This design comes from an exercise in tuning for small area on the open sky130 flow, not from production work. At most, simulation tests tie the RTL to the original design; equivalence was not proved. Power is estimated from default activity; no workload was simulated.

==> flow/design.v (excerpt) <==
module exe_top #(
    parameter int XLEN = exe_pkg::XLEN_DEF
) (
    input  wire                  clk_i,
    input  wire                  rst_i,
    input  wire                  in_valid_i,
    output logic                 in_ready_o,
    input  wire [31:0]           inst_i,
    input  wire [XLEN-1:0]       inst_addr_i,
    input  wire [XLEN-1:0]       op1_i,
    input  wire [XLEN-1:0]       op2_i,
    input  wire [4:0]            reg_waddr_i,
    input  wire                  reg_we_i,
    output logic                 out_valid_o,
    input  wire                  out_ready_i,
    output logic                 reg_we_o,
    output logic [4:0]           reg_waddr_o,
    output logic [XLEN-1:0]      reg_wdata_o,
    output logic                 mem_we_o,
    output logic [XLEN-1:0]      mem_addr_o,
    output logic [XLEN-1:0]      mem_wdata_o,
    output logic [3:0]           mem_op_o,
    output logic                 jump_en_o,
    output logic [XLEN-1:0]      jump_addr_o
);
Size in the first run: roughly 1800 cells after synthesis, about 78 flip-flops, about 280 I/O pins, roughly 0.010 sq mm of cells after synthesis.
clock: 5.0 ns
lec_check: 0
abc_area: 1
cap_margin: 20
core_margin: 2
core_utilization: 45
gpl_timing_driven: 0
setup_slack_margin: 0.05
slew_margin: 20
standard.sh (not shown) runs the stock make flow with config.mk's settings and CLKGATE_MAP_FILE= SYNTH_SCRIPT=/design/flow/synth_recipe.tcl, a recipe that flattens the netlist after the stock synthesis.
==> flow/flow/run.sh <==
#!/bin/bash
# ORFS layout built on the standard.sh, with these changes:
#  - synthesis is the standard flow's synthesis script unchanged except that ABC maps the
#    logic with flow/abc_map.script (delay-targeted mapping with area
#    recovery, delay target in ps in the script). Registers are mapped before
#    ABC runs, so they are the standard synthesis's registers;
#  - synthesis buffers are removed before global placement (as the
#    timing-driven mode does);
#  - the port buffers are made from the smallest buffer cell;
#  - clock tree synthesis uses small clock buffers and no dummy loads.
# Tool output goes to synth.log, standard.log and ORFS's per-step logs.
set -e
here=$(pwd)
{ head -n 1 synth_recipe.tcl
  echo "proc abc {args} { set i [lsearch -exact \$args -script]; if {\$i >= 0} { lset args [expr {\$i+1}] $here/flow/abc_map.script }; yosys abc {*}\$args }"
  tail -n +2 synth_recipe.tcl; } > flow_synth.tcl
mk=$(grep '^make -C' standard.sh | sed "s|SYNTH_SCRIPT=[^ ]*|SYNTH_SCRIPT=$here/flow_synth.tcl|; s|\"\${@:-finish}\"|synth|")
eval "$mk" > synth.log 2>&1
export BUFFER_PORTS_ARGS="-buffer_cell sky130_fd_sc_hd__buf_1"
export PRE_GLOBAL_PLACE_TCL="$here/flow/pre_gpl.tcl"
export CTS_ARGS="-sink_clustering_enable -repair_clock_nets -dont_use_dummy_load -buf_list sky130_fd_sc_hd__clkbuf_4 -root_buf sky130_fd_sc_hd__clkbuf_8 -sink_clustering_size 8"
bash standard.sh > standard.log 2>&1
==> flow/flow/abc_map.script <==
strash
dch -x
map -B 0.9 -D 1700
topo
stime -c
buffer -c
upsize -c -D 1700
dnsize -c -D 1700
==> flow/flow/pre_gpl.tcl <==
# drop synthesis buffers; repair_design re-buffers where slew or load needs it
if { !$::env(GPL_TIMING_DRIVEN) } {
  remove_buffers
}
The baseline completed with no timing, DRC or antenna violations.
==> next run, changes <==
==> flow/flow/abc_map.script (replaced) <==
strash
dch -x
map -B 0.9 -D 1500
topo
stime -c
buffer -c
upsize -c -D 1500
dnsize -c -D 1500
After rerunning: Setup slack loses 0.15 ns. Sequential power barely changes. Via count is lower by 0.91%. Hold slack loses 0.0063 ns.

== run a ==
Starting RTL as in the previous note.
clock: 5.0 ns
lec_check: 0
abc_area: 1
cap_margin: 20
core_margin: 2
core_utilization: 45
gpl_timing_driven: 0
setup_slack_margin: 0
slew_margin: 20
==> flow/flow/abc_map.script <==
strash
dch -x
map -B 0.9 -D 1700
topo
stime -c
buffer -c
upsize -c -D 1700
dnsize -c -D 1700
Scripts as last shown in full above: flow/flow/run.sh, flow/flow/pre_gpl.tcl
Setup changes, run a to run b
-- flow/config.mk --
<<< run a, line 10
export CORE_MARGIN = 2
export CORE_UTILIZATION = 45
export GPL_TIMING_DRIVEN = 0
export SETUP_SLACK_MARGIN = 0
export SLEW_MARGIN = 20
>>> run b, line 10
export CORE_MARGIN = 2
export CORE_UTILIZATION = 55
export GPL_TIMING_DRIVEN = 0
export SETUP_SLACK_MARGIN = 0.05
export SLEW_MARGIN = 20
Results
Run a leaves less setup margin than run b. Final core utilization ended up 12 points higher on run b than on run a. Share of the final layout cell area in sequential cells essentially unchanged between run a and run b. Final period demand of the worst path: run b lower than run a.

Another version of the RTL of exe_top (not shown whole).
Size in the first run: ~1800 cells after synthesis, roughly 78 flip-flops, about 280 I/O pins, about 0.010 sq mm of cells after synthesis.
Design exe_top, start of the top module:
module exe_top #(
    parameter int XLEN = exe_pkg::XLEN_DEF
) (
    input  wire                  clk_i,
    input  wire                  rst_i,
    input  wire                  in_valid_i,
    output logic                 in_ready_o,
    input  wire [31:0]           inst_i,
    input  wire [XLEN-1:0]       inst_addr_i,
    input  wire [XLEN-1:0]       op1_i,
    input  wire [XLEN-1:0]       op2_i,
    input  wire [4:0]            reg_waddr_i,
    input  wire                  reg_we_i,
    output logic                 out_valid_o,
    input  wire                  out_ready_i,
    output logic                 reg_we_o,
    output logic [4:0]           reg_waddr_o,
    output logic [XLEN-1:0]      reg_wdata_o,
    output logic                 mem_we_o,
    output logic [XLEN-1:0]      mem_addr_o,
    output logic [XLEN-1:0]      mem_wdata_o,
    output logic [3:0]           mem_op_o,
    output logic                 jump_en_o,
    output logic [XLEN-1:0]      jump_addr_o
);
clock: 5.0 ns
lec_check: 0
abc_area: 1
cap_margin: 20
core_margin: 2
core_utilization: 45
gpl_timing_driven: 0
setup_slack_margin: 0.05
slew_margin: 20
Scripts as last shown in full above: flow/flow/run.sh, flow/flow/abc_map.script, flow/flow/pre_gpl.tcl
The first run finished clean.
Change:
==> flow/flow/abc_map.script (replaced) <==
strash
dch -f
map -B 0.9 -D 1500
topo
stime -c
buffer -c
upsize -c -D 1500
dnsize -c -D 1500
Result: Combinational power is about the same. Total power came out lower slightly. Non-clock buffer count does not change. Fmax came out lower slightly. Sequential power came out higher slightly. Via count came out lower slightly.
Function was not checked in any run of this note: the RTL went through the layout flow alone.

[what the ideal ports hide]
In the flow no input, the clock included, has a driving cell. The finished layouts below were timed again as built, in two steps. Step 1 sets driving cells, clkbuf_16 on the clock port and buf_2 on the other inputs (assumed; they add their load-dependent delay and slew). Step 2 adds t to the input delays and takes it off the output delays; t is the mean of the earliest and latest rising clock arrival at the registers after step 1. Input paths then give back, and output paths get back, about the clock's delay inside the block. Three values: ideal ports, drivers, drivers and shift; two values: the first two.
run	shift t [ns]	setup slack, ns	worst setup path at the end
the first run of note 1	0.418	0.279 / 0.266 / -0.152	input to register
the second run of note 1	0.421	0.128 / 0.127 / -0.294	input to register
run a	0.420	0.202 / 0.140 / -0.280	input to register
run b	0.424	0.307 / 0.293 / -0.131	input to register
the first run of note 3	0.419	0.270 / 0.283 / -0.136	input to register
the second run of note 3	0.414	0.223 / 0.155 / -0.259	input to register
Met with ideal ports but missed after step 2: setup timing in every run listed.
